From an optimization exercise on the open Yosys and OpenROAD flow, aimed at small area, a short achievable clock period and few clock cycles per item; shortcuts taken in it are not production practice.
Only simulation tests tie the RTL to the original design; equivalence was not proved.
Power is estimated from default activity; no workload was simulated.

## flow/design.v

```verilog
    localparam SLOTS  = 16;
    localparam IDX_W  = $clog2(SLOTS);
    localparam CNT_W  = $clog2(SLOTS + 1);
    localparam QDEPTH = 2;
    localparam QPTR_W = $clog2(QDEPTH);
    localparam QCNT_W = $clog2(QDEPTH + 1);
    localparam logic       OP_ARM    = 1'b0;
    localparam logic       OP_EXPIRE = 1'b1;
    localparam logic [2:0] KIND_FIRE     = 3'd0;
    localparam logic [2:0] KIND_PROGRAM  = 3'd1;
    localparam logic [2:0] KIND_ACCEPTED = 3'd2;
    localparam logic [2:0] KIND_REJECTED = 3'd3;
    localparam logic [2:0] KIND_IDLE     = 3'd4;
    typedef struct packed {
        logic        operation;
        logic [31:0] timeout;
        logic [7:0]  callback_handle;
    } req_t;
    typedef struct packed {
        logic [2:0]  kind;
        logic [7:0]  fired_handle;
        logic [31:0] delay_ms;
        logic        last;
    } rsp_t;
    typedef struct packed {
        logic        is_arm;
        logic [31:0] timeout;
        logic [7:0]  handle;
    } cmd_t;
    function automatic logic [47:0] sat_add48(input logic [47:0] a, input logic [47:0] b);
        logic [48:0] s;
        s = {1'b0, a} + {1'b0, b};
        sat_add48 = s[48] ? 48'hFFFF_FFFF_FFFF : s[47:0];
    endfunction
    function automatic logic [31:0] delay_to(input logic [47:0] expiry,
                                             input logic [47:0] now);
        logic [47:0] d;
        d = expiry - now;
        if (expiry <= now)
            delay_to = 32'd0;
        else if (|d[47:32])
            delay_to = 32'hFFFF_FFFF;
        else
            delay_to = d[31:0];
    endfunction
module tmmh_front (
    input  logic           clk,
    input  logic           rst_n,
    input  logic           req_valid,
    output logic           req_ready,
    input  logic [40:0]    req_bits,
    output logic           cmd_valid,
    output logic [40:0]    cmd_bits,
    input  logic           cmd_pop
);
    localparam SLOTS  = 16;
    localparam IDX_W  = $clog2(SLOTS);
    localparam CNT_W  = $clog2(SLOTS + 1);
    localparam QDEPTH = 2;
    localparam QPTR_W = $clog2(QDEPTH);
    localparam QCNT_W = $clog2(QDEPTH + 1);
    localparam logic       OP_ARM    = 1'b0;
    localparam logic       OP_EXPIRE = 1'b1;
    localparam logic [2:0] KIND_FIRE     = 3'd0;
    localparam logic [2:0] KIND_PROGRAM  = 3'd1;
    localparam logic [2:0] KIND_ACCEPTED = 3'd2;
    localparam logic [2:0] KIND_REJECTED = 3'd3;
    localparam logic [2:0] KIND_IDLE     = 3'd4;
    typedef struct packed {
        logic        operation;
        logic [31:0] timeout;
        logic [7:0]  callback_handle;
    } req_t;
    typedef struct packed {
        logic [2:0]  kind;
        logic [7:0]  fired_handle;
        logic [31:0] delay_ms;
        logic        last;
    } rsp_t;
    typedef struct packed {
        logic        is_arm;
        logic [31:0] timeout;
        logic [7:0]  handle;
    } cmd_t;
    function automatic logic [47:0] sat_add48(input logic [47:0] a, input logic [47:0] b);
        logic [48:0] s;
        s = {1'b0, a} + {1'b0, b};
        sat_add48 = s[48] ? 48'hFFFF_FFFF_FFFF : s[47:0];
    endfunction
    function automatic logic [31:0] delay_to(input logic [47:0] expiry,
                                             input logic [47:0] now);
        logic [47:0] d;
        d = expiry - now;
        if (expiry <= now)
            delay_to = 32'd0;
        else if (|d[47:32])
            delay_to = 32'hFFFF_FFFF;
        else
            delay_to = d[31:0];
    endfunction
    req_t              req;
    cmd_t              cmd;
    assign req      = req_bits;
    assign cmd_bits = cmd;
    logic [40:0]       q_mem [0:QDEPTH-1];
    logic [QPTR_W-1:0] wr_ptr_reg, wr_ptr_next;
    logic [QPTR_W-1:0] rd_ptr_reg, rd_ptr_next;
    logic [QCNT_W-1:0] cnt_reg, cnt_next;
    logic              push, pop;
    cmd_t              cls;
    assign req_ready = (cnt_reg != QCNT_W'(QDEPTH));
    assign push      = req_valid && req_ready;
    assign pop       = cmd_pop && cmd_valid;
    assign cmd_valid = (cnt_reg != '0);
    assign cmd       = q_mem[rd_ptr_reg];
    always_comb
    begin
        cls.is_arm  = (req.operation == OP_ARM);
        cls.timeout = req.timeout;
        cls.handle  = req.callback_handle;
    end
    always_comb
    begin
        wr_ptr_next = wr_ptr_reg;
        rd_ptr_next = rd_ptr_reg;
        cnt_next    = cnt_reg;
        if (push)
            wr_ptr_next = (wr_ptr_reg == QPTR_W'(QDEPTH - 1)) ? '0 : wr_ptr_reg + 1'b1;
        if (pop)
            rd_ptr_next = (rd_ptr_reg == QPTR_W'(QDEPTH - 1)) ? '0 : rd_ptr_reg + 1'b1;
        if (push && !pop)
            cnt_next = cnt_reg + 1'b1;
        else if (pop && !push)
            cnt_next = cnt_reg - 1'b1;
    end
    always_ff @(posedge clk or negedge rst_n)
    begin
        if (!rst_n)
        begin
            wr_ptr_reg <= '0;
            rd_ptr_reg <= '0;
            cnt_reg    <= '0;
        end
        else
        begin
            wr_ptr_reg <= wr_ptr_next;
            rd_ptr_reg <= rd_ptr_next;
            cnt_reg    <= cnt_next;
        end
    end
    always_ff @(posedge clk)
    begin
        if (push)
            q_mem[wr_ptr_reg] <= cls;
    end
endmodule
module tmmh_back (
    input  logic           clk,
    input  logic           rst_n,
    input  logic           cmd_valid,
    input  logic [40:0]    cmd_bits,
    output logic           cmd_pop,
    output logic           rsp_valid,
    input  logic           rsp_ready,
    output logic [43:0]    rsp_bits
);
    localparam SLOTS  = 16;
    localparam IDX_W  = $clog2(SLOTS);
    localparam CNT_W  = $clog2(SLOTS + 1);
    localparam QDEPTH = 2;
    localparam QPTR_W = $clog2(QDEPTH);
    localparam QCNT_W = $clog2(QDEPTH + 1);
    localparam logic       OP_ARM    = 1'b0;
    localparam logic       OP_EXPIRE = 1'b1;
    localparam logic [2:0] KIND_FIRE     = 3'd0;
    localparam logic [2:0] KIND_PROGRAM  = 3'd1;
    localparam logic [2:0] KIND_ACCEPTED = 3'd2;
    localparam logic [2:0] KIND_REJECTED = 3'd3;
    localparam logic [2:0] KIND_IDLE     = 3'd4;
    typedef struct packed {
        logic        operation;
        logic [31:0] timeout;
        logic [7:0]  callback_handle;
    } req_t;
    typedef struct packed {
        logic [2:0]  kind;
        logic [7:0]  fired_handle;
        logic [31:0] delay_ms;
        logic        last;
    } rsp_t;
    typedef struct packed {
        logic        is_arm;
        logic [31:0] timeout;
        logic [7:0]  handle;
    } cmd_t;
    function automatic logic [47:0] sat_add48(input logic [47:0] a, input logic [47:0] b);
        logic [48:0] s;
        s = {1'b0, a} + {1'b0, b};
        sat_add48 = s[48] ? 48'hFFFF_FFFF_FFFF : s[47:0];
    endfunction
    function automatic logic [31:0] delay_to(input logic [47:0] expiry,
                                             input logic [47:0] now);
        logic [47:0] d;
        d = expiry - now;
        if (expiry <= now)
            delay_to = 32'd0;
        else if (|d[47:32])
            delay_to = 32'hFFFF_FFFF;
        else
            delay_to = d[31:0];
    endfunction
    typedef enum logic [3:0] {
        ST_IDLE,
        ST_REJECT,
        ST_ARM_SCAN,
        ST_ARM_DONE,
        ST_EXP_START,
        ST_EXP_SCAN,
        ST_EXP_DECIDE,
        ST_FIRE
    } back_state_t;
    cmd_t cmd;
    rsp_t rsp;
    assign cmd      = cmd_bits;
    assign rsp_bits = rsp;
    logic [47:0] exp_mem  [0:SLOTS-1];
    logic [7:0]  hand_mem [0:SLOTS-1];
    logic [15:0] arr_mem  [0:SLOTS-1];
    back_state_t state_reg, state_next;
    logic [CNT_W-1:0] count_reg, count_next;
    logic [CNT_W-1:0] scan_reg, scan_next;
    logic [15:0] arrival_reg, arrival_next;
    logic [47:0] now_reg, now_next;
    logic [31:0] pd_reg, pd_next;
    logic [47:0] new_exp_reg, new_exp_next;
    logic [7:0]  new_hand_reg, new_hand_next;
    logic        early_reg, early_next;
    logic [IDX_W-1:0] best_idx_reg, best_idx_next;
    logic [47:0] best_exp_reg, best_exp_next;
    logic [15:0] best_arr_reg, best_arr_next;
    logic [7:0]  best_hand_reg, best_hand_next;
    logic        rsp_valid_reg, rsp_valid_next;
    rsp_t        rsp_reg, rsp_next;
    logic [IDX_W-1:0] rd_idx;
    logic [47:0] rd_exp;
    logic [15:0] rd_arr;
    logic [7:0]  rd_hand;
    logic [15:0] arr_diff;
    logic        rd_before;
    logic        can_emit;
    logic [CNT_W-1:0] last_cnt;
    logic             wr_en;
    logic [IDX_W-1:0] wr_idx;
    logic [47:0]      wr_exp;
    logic [7:0]       wr_hand;
    logic [15:0]      wr_arr;
    assign rsp_valid = rsp_valid_reg;
    assign rsp       = rsp_reg;
    assign can_emit  = !rsp_valid_reg || rsp_ready;
    assign last_cnt  = count_reg - 1'b1;
    always_comb
    begin
        unique case (state_reg)
            ST_ARM_SCAN,
            ST_EXP_SCAN:   rd_idx = scan_reg[IDX_W-1:0];
            ST_EXP_DECIDE: rd_idx = last_cnt[IDX_W-1:0];
            default:       rd_idx = '0;
        endcase
    end
    assign rd_exp    = exp_mem[rd_idx];
    assign rd_arr    = arr_mem[rd_idx];
    assign rd_hand   = hand_mem[rd_idx];
    assign arr_diff  = rd_arr - best_arr_reg;
    assign rd_before = (rd_exp < best_exp_reg) ||
                       ((rd_exp == best_exp_reg) && arr_diff[15]);
    always_comb
    begin
        state_next     = state_reg;
        count_next     = count_reg;
        scan_next      = scan_reg;
        arrival_next   = arrival_reg;
        now_next       = now_reg;
        pd_next        = pd_reg;
        new_exp_next   = new_exp_reg;
        new_hand_next  = new_hand_reg;
        early_next     = early_reg;
        best_idx_next  = best_idx_reg;
        best_exp_next  = best_exp_reg;
        best_arr_next  = best_arr_reg;
        best_hand_next = best_hand_reg;
        rsp_valid_next = rsp_valid_reg && !rsp_ready;
        rsp_next       = rsp_reg;
        cmd_pop        = 1'b0;
        wr_en          = 1'b0;
        wr_idx         = '0;
        wr_exp         = new_exp_reg;
        wr_hand        = new_hand_reg;
        wr_arr         = arrival_reg;
        unique case (state_reg)
            ST_IDLE:
            begin
                if (cmd_valid)
                begin
                    cmd_pop = 1'b1;
                    if (cmd.is_arm)
                    begin
                        new_exp_next  = sat_add48(now_reg, {16'd0, cmd.timeout});
                        new_hand_next = cmd.handle;
                        early_next    = 1'b1;
                        scan_next     = '0;
                        if (count_reg == CNT_W'(SLOTS))
                            state_next = ST_REJECT;
                        else
                            state_next = ST_ARM_SCAN;
                    end
                    else
                    begin
                        now_next   = sat_add48(now_reg, {16'd0, pd_reg});
                        state_next = ST_EXP_START;
                    end
                end
            end
            ST_REJECT:
            begin
                if (can_emit)
                begin
                    rsp_valid_next = 1'b1;
                    rsp_next       = {KIND_REJECTED, 8'd0, 32'd0, 1'b1};
                    state_next     = ST_IDLE;
                end
            end
            ST_ARM_SCAN:
            begin
                if (scan_reg == count_reg)
                    state_next = ST_ARM_DONE;
                else
                begin
                    if (rd_exp < new_exp_reg)
                        early_next = 1'b0;
                    scan_next = scan_reg + 1'b1;
                end
            end
            ST_ARM_DONE:
            begin
                if (can_emit)
                begin
                    wr_en          = 1'b1;
                    wr_idx         = count_reg[IDX_W-1:0];
                    count_next     = count_reg + 1'b1;
                    arrival_next   = arrival_reg + 1'b1;
                    rsp_valid_next = 1'b1;
                    if (early_reg)
                    begin
                        pd_next  = delay_to(new_exp_reg, now_reg);
                        rsp_next = {KIND_PROGRAM, 8'd0, delay_to(new_exp_reg, now_reg), 1'b1};
                    end
                    else
                        rsp_next = {KIND_ACCEPTED, 8'd0, 32'd0, 1'b1};
                    state_next = ST_IDLE;
                end
            end
            ST_EXP_START:
            begin
                if (count_reg == '0)
                begin
                    if (can_emit)
                    begin
                        rsp_valid_next = 1'b1;
                        rsp_next       = {KIND_IDLE, 8'd0, 32'd0, 1'b1};
                        state_next     = ST_IDLE;
                    end
                end
                else
                begin
                    best_idx_next  = '0;
                    best_exp_next  = rd_exp;
                    best_arr_next  = rd_arr;
                    best_hand_next = rd_hand;
                    scan_next      = CNT_W'(1);
                    state_next     = ST_EXP_SCAN;
                end
            end
            ST_EXP_SCAN:
            begin
                if (scan_reg == count_reg)
                    state_next = ST_EXP_DECIDE;
                else
                begin
                    if (rd_before)
                    begin
                        best_idx_next  = scan_reg[IDX_W-1:0];
                        best_exp_next  = rd_exp;
                        best_arr_next  = rd_arr;
                        best_hand_next = rd_hand;
                    end
                    scan_next = scan_reg + 1'b1;
                end
            end
            ST_EXP_DECIDE:
            begin
                if (best_exp_reg > now_reg)
                begin
                    if (can_emit)
                    begin
                        pd_next        = delay_to(best_exp_reg, now_reg);
                        rsp_valid_next = 1'b1;
                        rsp_next       = {KIND_PROGRAM, 8'd0,
                                           delay_to(best_exp_reg, now_reg), 1'b1};
                        state_next     = ST_IDLE;
                    end
                end
                else
                begin
                    wr_en      = 1'b1;
                    wr_idx     = best_idx_reg;
                    wr_exp     = rd_exp;
                    wr_hand    = rd_hand;
                    wr_arr     = rd_arr;
                    count_next = last_cnt;
                    state_next = (best_hand_reg != 8'd0) ? ST_FIRE : ST_EXP_START;
                end
            end
            ST_FIRE:
            begin
                if (can_emit)
                begin
                    rsp_valid_next = 1'b1;
                    rsp_next       = {KIND_FIRE, best_hand_reg, 32'd0, 1'b0};
                    state_next     = ST_EXP_START;
                end
            end
            default:
                state_next = ST_IDLE;
        endcase
    end
    always_ff @(posedge clk or negedge rst_n)
    begin
        if (!rst_n)
        begin
            state_reg     <= ST_IDLE;
            count_reg     <= '0;
            arrival_reg   <= '0;
            now_reg       <= '0;
            pd_reg        <= '0;
            rsp_valid_reg <= 1'b0;
        end
        else
        begin
            state_reg     <= state_next;
            count_reg     <= count_next;
            arrival_reg   <= arrival_next;
            now_reg       <= now_next;
            pd_reg        <= pd_next;
            rsp_valid_reg <= rsp_valid_next;
        end
    end
    always_ff @(posedge clk)
    begin
        scan_reg      <= scan_next;
        new_exp_reg   <= new_exp_next;
        new_hand_reg  <= new_hand_next;
        early_reg     <= early_next;
        best_idx_reg  <= best_idx_next;
        best_exp_reg  <= best_exp_next;
        best_arr_reg  <= best_arr_next;
        best_hand_reg <= best_hand_next;
        rsp_reg       <= rsp_next;
    end
    always_ff @(posedge clk)
    begin
        if (wr_en)
        begin
            exp_mem[wr_idx]  <= wr_exp;
            hand_mem[wr_idx] <= wr_hand;
            arr_mem[wr_idx]  <= wr_arr;
        end
    end
endmodule
module timer_multiplexer_min_heap_core (
    input  logic        clk,
    input  logic        rst_n,
    input  logic        req_valid,
    output logic        req_ready,
    input  logic        req_operation,
    input  logic [31:0] req_timeout,
    input  logic [7:0]  req_callback_handle,
    output logic        rsp_valid,
    input  logic        rsp_ready,
    output logic [2:0]  rsp_kind,
    output logic [7:0]  rsp_fired_handle,
    output logic [31:0] rsp_delay_ms,
    output logic        rsp_last
);
    logic        cmd_valid;
    logic        cmd_pop;
    logic [40:0] cmd;
    logic [40:0] req;
    logic [43:0] rsp;
    assign req = {req_operation, req_timeout, req_callback_handle};
    assign {rsp_kind, rsp_fired_handle, rsp_delay_ms, rsp_last} = rsp;
    tmmh_front u_front (
        .clk       (clk),
        .rst_n     (rst_n),
        .req_valid (req_valid),
        .req_ready (req_ready),
        .req_bits  (req),
        .cmd_valid (cmd_valid),
        .cmd_bits  (cmd),
        .cmd_pop   (cmd_pop)
    );
    tmmh_back u_back (
        .clk       (clk),
        .rst_n     (rst_n),
        .cmd_valid (cmd_valid),
        .cmd_bits  (cmd),
        .cmd_pop   (cmd_pop),
        .rsp_valid (rsp_valid),
        .rsp_ready (rsp_ready),
        .rsp_bits  (rsp)
    );
endmodule
```

## flow/run.sh

```bash
#!/bin/bash
# synth_recipe.tcl (not shown) runs the flow's synth.tcl, then flattens the netlist and writes it again
# the make line also repeats each setting of config.mk as NAME=value (left out here)
make -C /OpenROAD-flow-scripts/flow DESIGN_CONFIG=/design/flow/config.mk WORK_HOME=/design/flow/orfs CLKGATE_MAP_FILE= SYNTH_SCRIPT=/design/flow/synth_recipe.tcl finish
```

## flow/config.mk

```make
export PLATFORM = sky130hd
export DESIGN_NAME = timer_multiplexer_min_heap_core
export DESIGN_NICKNAME = timer_multiplexer_min_heap_core
export VERILOG_FILES = /design/flow/design.v
export SDC_FILE = /design/flow/constraint.sdc
export NUM_CORES = 4
export LEC_CHECK = 0
export CAP_MARGIN = 20
export CORE_MARGIN = 2
export CORE_UTILIZATION = 40
export SLEW_MARGIN = 20
```

## flow/constraint.sdc

```tcl
create_clock -name core_clock -period 7.0 [get_ports {clk}]
set_input_delay 1.4000 -clock core_clock [delete_from_list [all_inputs] [get_ports {clk}]]
set_output_delay 1.4000 -clock core_clock [all_outputs]
set_load 0.01 [all_outputs]
```

==> impl_metrics.tcl <==
set metrics [dict create \
    n_antenna_cell 0 \
    rsz0062_at_grt "no" \
    ctsHoldBuffers 0 \
    mappedNetlistArea_um2 71500 \
    largest_register "u_back.exp_mem" \
    fin_worst_skew_ns 0.0468 \
    setup_viol 0 \
    grt_max_degree 125 \
    detail_route.first_pass.iterations 5 \
    hp-class "flip-flop to flip-flop" \
    drt-total-wl_um 200000 \
    slew_headroom 0.270 \
    place.gp.congestion 0.935 \
    reg2reg_slack_ns 0.57 \
    fp.dieH_um 427 \
    crit_start "u_back.state_reg[1]" \
    clock-sinks 1526 \
    multi_input_area_um2 24600 \
    grt_pass1_wl_um 294000 \
    overflow 0 \
    yosys.area.top_type_share 0.594 \
    met1_length_um 86800 \
    dieArea_um2 182000 \
    largest_registers "u_back.exp_mem x768, u_back.arr_mem x256, u_back.hand_mem x128" \
    grt_pass1_vias 44200 \
    cp_max_fo 52 \
    ios 91 \
    min_period_ns 6.43 \
    cts_root_buf "clkbuf_16" \
    criticalPathCategory "flip-flop to flip-flop" \
    grt.total_usage 0.218 \
    max_stage_delay_ns 0.53 \
    seq_area_um2 45300 \
    cts-resized-gates 0 \
    clock_path_buffers 3 \
    synth_largest_area_cell "edfxtp_1" \
    fin_setup_tns_ns 0 \
    peakVddDrop_mv 0.234 \
    hpwl_um 131000 \
    yosysWarningCount 2 \
    wl_met3_um 12900 \
    cts_buffers 159 \
    cts_tree "built" \
    synthArstFlopShare 0.0721 \
    status "complete, no violations" \
    start_kind "flip-flop" \
    crit_chain "nor2b_1 > o2bb2ai_1 > a32oi_1 > nor2_4 > buf_12 > buf_12 > buf_4 > mux4_2 > and2_1 > a211oi_1 > a31oi_1 > ha_1 > nor2b_1 > o21ai_0 > nand2b_1 > a21oi_1 > o31ai_1 > xnor2_1 > a31o_4 > buf_4" \
    top_layer "met4" \
    ant_nets 0 \
    slew_violations 0 \
    dr_wl_met2_um 95700 \
    p_leak_uw 0.0286 \
    antenna_found_initial 2 \
    via_per_inst 5.79 \
    area_delta_synth_final_pct 14.6 \
    htreeDepth 4 \
    final_util 0.460 \
    largest_reg_flops 768 \
    ys.flop_type "edfxtp_1" \
    rr_worst_depth 20 \
    first_iter_violations 4322 \
    placementRows 155 \
    drive_above_1_share 0.158 \
    nFillCells 15600 \
    synth_nets 5300 \
    postCtsSetupBuffers 0 \
    core_um2 178000 \
    yosysSeqAreaShare 0.633 \
    vias 44400 \
    crit_required_ns 7.43 \
    fin_nets 5507 \
    clock_latency_ns 0.79 \
    port_buffers 90 \
    cpMaxStageDelayCell "mux4_2" \
    cp-end-kind "flip-flop" \
    synth_edf_count 1416 \
    synth-seq-cells 1526 \
    synth_cell_type_count 87 \
    worstMarginPinSlew_ns 1.09 \
    wl_per_cell_um 26.1 \
    netlist_instances 4976 \
    path_clk_slew_ns 0.06 \
    critical_path_arrival_ns 6.86 \
    finalCritPeriodShare 0.918 \
    initial_core_util 0.402 \
    synth_area_leaders "edfxtp_1, mux4_2, ha_1" \
    power_density_nw_per_um2 387 \
    worstSetupEndpoint "u_back.best_hand_reg[5]" \
    timing.fmax_mhz 156 \
    syn_area_per_cell_um2 14.4 \
    cap_violations 0 \
    drc 0 \
    r2r_start "u_back.state_reg[1]" \
    r2r-end "u_back.best_hand_reg[5]" \
    final_hold_viol_count 0 \
    die_w_um 427 \
]
## synth_stat cells (all sizes together) (33+ instances only)
library cell,n
a21oi,247
o21ai,192
buf,75
nor3,51
inv,219
mux4,288
mux2,44
xor2,69
a211oi,91
ha,275
o211ai,56
edfxtp,1416
a21o,84
o22ai,42
clkbuf,166
and2,95
nor2b,39
nand2b,43
a22oi,34
dfrtp,110
o21a,33
nand4,67
nand2,460
a31oi,138
nand3,54
nor2,245
xnor2,102
## worst min-delay path by stage
stage / start / end / slack (ns) / depth (start not counted)
2_1_floorplan: u_back.arrival_reg[15] / u_back.arrival_reg[15] / 0.45 / 1
3_3_place_gp: u_back.arrival_reg[15] / u_back.arrival_reg[15] / 0.47 / 1
3_5_place_dp: u_back.arrival_reg[15] / u_back.arrival_reg[15] / 0.47 / 1
4_1_cts: u_back.arrival_reg[15] / u_back.arrival_reg[15] / 0.48 / 1
5_1_grt: u_back.arrival_reg[15] / u_back.arrival_reg[15] / 0.51 / 1
6_report: u_back.arrival_reg[15] / u_back.arrival_reg[15] / 0.48 / 1
## placed cells by master, fill, tap and decap left out, types with 34 or more instances in the layout
master	count
a21oi_1	247
nand2b_1	43
nor2_1	202
a21o_1	84
a31oi_1	138
edfxtp_1	1416
nand4_1	66
and2_1	94
clkbuf_16	164
ha_1	275
nor3_1	50
clkdlybuf4s50_1	89
o211ai_1	56
nor2b_1	39
o22ai_1	42
nand2_1	459
xor2_1	69
dfrtp_1	109
nand3_1	54
buf_4	147
inv_1	219
a211oi_1	91
o21ai_0	185
buf_12	49
mux2_2	44
mux4_2	288
xnor2_1	102
nor2_4	42
a22oi_1	34
## stage by stage
| stage | hold WS, ns | cells | area [um2] | setup slack [ns] | power, uW |
|---|---|---|---|---|---|
| after global placement | 0.466 | 7375 | 76700 | 0.703 | 23000 |
| after global routing | 0.505 | 7665 | 82000 | 0.150 | 33400 |
| after CTS | 0.480 | 7664 | 81900 | 0.590 | 31800 |
| after floorplan | 0.445 | 4976 | 71600 | 0.533 | 19600 |
| final | 0.482 | 7665 | 82000 | 0.571 | 31700 |
| after detailed placement | 0.473 | 7376 | 76700 | 0.602 | 23100 |
## power breakdown
| part | internal [uW] | switching, uW |
|---|---|---|
| registers | 11300 | 604 |
| clock network | 5000 | 3590 |
| logic | 4200 | 7030 |
## critical path, delay by kind of cell, from the launching register on
family	cells	cell delay, ns
AO/OA/AOI/OAI	8	1.44
XOR/XNOR	1	0.41
buffers and inverters	4	1.45
multiplexers	1	0.53
adder cells (fa/ha/maj)	1	0.34
AND/OR/NAND/NOR	5	1.21
flip-flops	1	0.52
## metal layers
metal | up-vias | global-route usage
met1 | 22800 | 0.306
li1 | 19800 | -
met5 | - | 0
met2 | 1544 | 0.359
met3 | 290 | 0.0298
met4 | 0 | 0.0565
## area by class of cell
class / count / area share
clock buffer: 198 / 0.0520
inverter: 219 / 0.0100
tap: 2355 / 0.0359
clock inverter: 90 / 0.0123
multi-input combinational: 2990 / 0.301
timing repair buffer: 287 / 0.0368
sequential: 1526 / 0.552
## cell families after synthesis
family | count (synthesis) | synth area share
multiplexers | 347 | 0.0997
AO/OA/AOI/OAI | 1052 | 0.0944
other | 1 | 0.0000524
XOR/XNOR | 171 | 0.0209
adder cells (fa/ha/maj) | 279 | 0.0492
buffers and inverters | 460 | 0.0261
flip-flops | 1526 | 0.633
AND/OR/NAND/NOR | 1140 | 0.0768
Testbench counts, summed over its fixed seeds: cycles 91,904, requests 4,800.

-- re-timing with driven ports --
No port has a modelled driver above. Below, the same layout with a new extraction and two added sets of constraints. Step 1, drivers: a clkbuf_16 drives clk and a buf_2 each remaining input, both assumed. Step 2 adds t to the input delays and takes it off the output delays; t is the mean of the earliest and latest rising clock arrival at the registers after step 1. Input paths then give back, and output paths get back, about the clock's delay inside the block. Slacks: ideal / step 1 / step 2; pairs: ideal / step 1.
t (ns): 0.855
slack for setup (ns): 0.571 / 0.571 / 0.571
worst setup path at the end: register to register
clock arrival spread, ns: 0.047 / 0.047
slew at the worst register clock pin (ns): 0.06 / 0.06
After both steps setup and hold are still met in this run. For this run, drivers alone change the setup slack by 0.000 ns; drivers and shift together by 0.000 ns.
